Background: an optimization exercise with open tools, aiming at small area. Do not read the settings as production practice.
Power figures rest on the tool's default switching activity, not on a simulated workload.

== alpha ==
// rsa_block_sequencer
module rsa_block_sequencer #(
    parameter int unsigned KEY_BYTES      = 32,
    parameter int unsigned OUT_BYTES      = 31,
    parameter int unsigned TIMEOUT_CYCLES = 2**20
) (
    input  logic         i_clk,
    input  logic         i_rst_n,
    input  logic [7:0]   i_rx_data,
    input  logic         i_rx_valid,
    output logic         o_rx_ready,
    output logic [7:0]   o_tx_data,
    output logic         o_tx_valid,
    input  logic         i_tx_ready,
    output logic         o_core_start,
    output logic [255:0] o_core_a,
    output logic [255:0] o_core_d,
    output logic [255:0] o_core_n,
    input  logic [255:0] i_core_dec,
    input  logic         i_core_finished,
    input  logic         i_key_reload,
    output logic         o_busy,
    output logic         o_timeout
);
Size in the first run: roughly 790 flip-flops.
==> flow/config.mk <==
export PLATFORM = sky130hd
export DESIGN_NAME = rsa_block_sequencer
export DESIGN_NICKNAME = rsa_block_sequencer
export VERILOG_FILES = /design/flow/design.v
export SDC_FILE = /design/flow/constraint.sdc
export NUM_CORES = 4
export LEC_CHECK = 0
export CAP_MARGIN = 0
export CORE_AREA = 2 2 248 248
export DIE_AREA = 0 0 250 250
export SLEW_MARGIN = 0
==> flow/constraint.sdc <==
create_clock -name core_clock -period 5.0 [get_ports {i_clk}]
set_input_delay 1.0000 -clock core_clock [delete_from_list [all_inputs] [get_ports {i_clk}]]
set_output_delay 1.0000 -clock core_clock [all_outputs]
set_load 0.01 [all_outputs]
standard.sh (not shown) runs the stock make flow with config.mk's settings and CLKGATE_MAP_FILE= SYNTH_SCRIPT=/design/flow/synth_recipe.tcl, a recipe that flattens the netlist after the stock synthesis.
==> flow/flow/run.sh <==
#!/bin/bash
export BUFFER_PORTS_ARGS="-buffer_cell sky130_fd_sc_hd__buf_1"
export PLACE_PINS_ARGS="-min_distance 1 -min_distance_in_tracks"
export CTS_ARGS="-sink_clustering_enable -repair_clock_nets -dont_use_dummy_load -sink_clustering_size 16 -sink_clustering_max_diameter 60 -buf_list {sky130_fd_sc_hd__clkbuf_8}"
bash standard.sh > standard.log 2>&1
alpha went all the way through synthesis, placement and routing and the layout is clean on timing, DRC and antenna.
Input changes introduced in beta (baseline for comparison: alpha):
==> flow/flow/run.sh <==
#!/bin/bash
export BUFFER_PORTS_ARGS="-buffer_cell sky130_fd_sc_hd__buf_1"
export PLACE_PINS_ARGS="-min_distance 1 -min_distance_in_tracks"
export CTS_ARGS="-sink_clustering_enable -repair_clock_nets -dont_use_dummy_load -sink_clustering_size 10 -sink_clustering_max_diameter 40 -buf_list {sky130_fd_sc_hd__clkbuf_4}"
bash standard.sh > standard.log 2>&1
diff --git a/flow/config.mk b/flow/config.mk
--- a/flow/config.mk
+++ b/flow/config.mk
@@ -7,5 +7,5 @@
 export LEC_CHECK = 0
-export CAP_MARGIN = 0
+export CAP_MARGIN = 20
 export CORE_AREA = 2 2 248 248
 export DIE_AREA = 0 0 250 250
-export SLEW_MARGIN = 0
+export SLEW_MARGIN = 20
--- outcome ---
beta has completed all stages; timing, DRC and antenna checks passed. As far as number of signal-net buffers in the layout is concerned, alpha and beta perform about the same. Number of slew-limit violations in the final report came out exactly the same in alpha and beta. On combinational power, alpha and beta are basically level. Number of vias per cell, alpha and beta, higher one = alpha. Summary of beta over alpha: worst clock skew went up by 0.041 ns; worst hold slack grew by 0.073 ns. Cell area: beta vs alpha — no meaningful difference. Of alpha and beta, the run reporting the lower clock network fraction of design power was alpha. beta: met1 global-route usage lower than alpha. Compare alpha and beta | fmax higher: alpha.
Edits applied to the flow inputs when going from beta to gamma:
==> flow/flow/run.sh <==
#!/bin/bash
export BUFFER_PORTS_ARGS="-buffer_cell sky130_fd_sc_hd__buf_1"
export PLACE_PINS_ARGS="-min_distance 1 -min_distance_in_tracks"
export CTS_ARGS="-sink_clustering_enable -repair_clock_nets -dont_use_dummy_load -sink_clustering_size 16 -sink_clustering_max_diameter 60 -buf_list {sky130_fd_sc_hd__clkbuf_8}"
bash standard.sh > standard.log 2>&1
### Flow results
Going from beta to gamma, the highest achievable clock rate was found to have gone up by about 3.8%. The core utilization of the finished layout of beta and that of gamma are within noise of each other. There was hardly any difference in buffer count excluding the clock tree in the final layout between gamma and beta. Taking beta as the reference point, the worst hold slack of gamma falls by 0.073 ns. gamma vs beta — minimum period implied by the final worst setup slack dropped 0.13 ns. As far as flip-flop and latch area goes, beta and gamma are indistinguishable; the numbers are identical. First-iteration DRC count (beta / gamma): 0.904. gamma vs. beta: final critical-path setup slack moved up; number of fill cells in the layout moved down; placement row count level; share of total power consumed by net switching moved down.
Function was not checked in any run of this note: the RTL went through the layout flow alone.

## what the ideal ports hide
Ports are ideal in the flow. The routed layouts listed here were re-timed in OpenROAD.
Step 1, drivers: a clkbuf_16 drives i_clk and a buf_2 each remaining input, both assumed.
Step 2 adds t to the input delays and takes it off the output delays; t is the mean of the earliest and latest rising clock arrival at the registers after step 1. Input paths then give back, and output paths get back, about the clock's delay inside the block.
Slacks: ideal ports / drivers / drivers and shift; pairs: ideal ports / drivers.
run | t (ns) | slack for setup (ns) | hold WS [ns] | pins driven straight from the clock port
alpha | 0.728 | 1.549 / 1.496 / 1.761 | 0.262 / 0.295 / 0.413 | 1
beta | 0.875 | 1.419 / 1.367 / 1.647 | 0.336 / 0.312 / 0.371 | 1
gamma | 0.728 | 1.549 / 1.496 / 1.761 | 0.262 / 0.295 / 0.413 | 1
After both steps setup and hold are still met in every run listed.
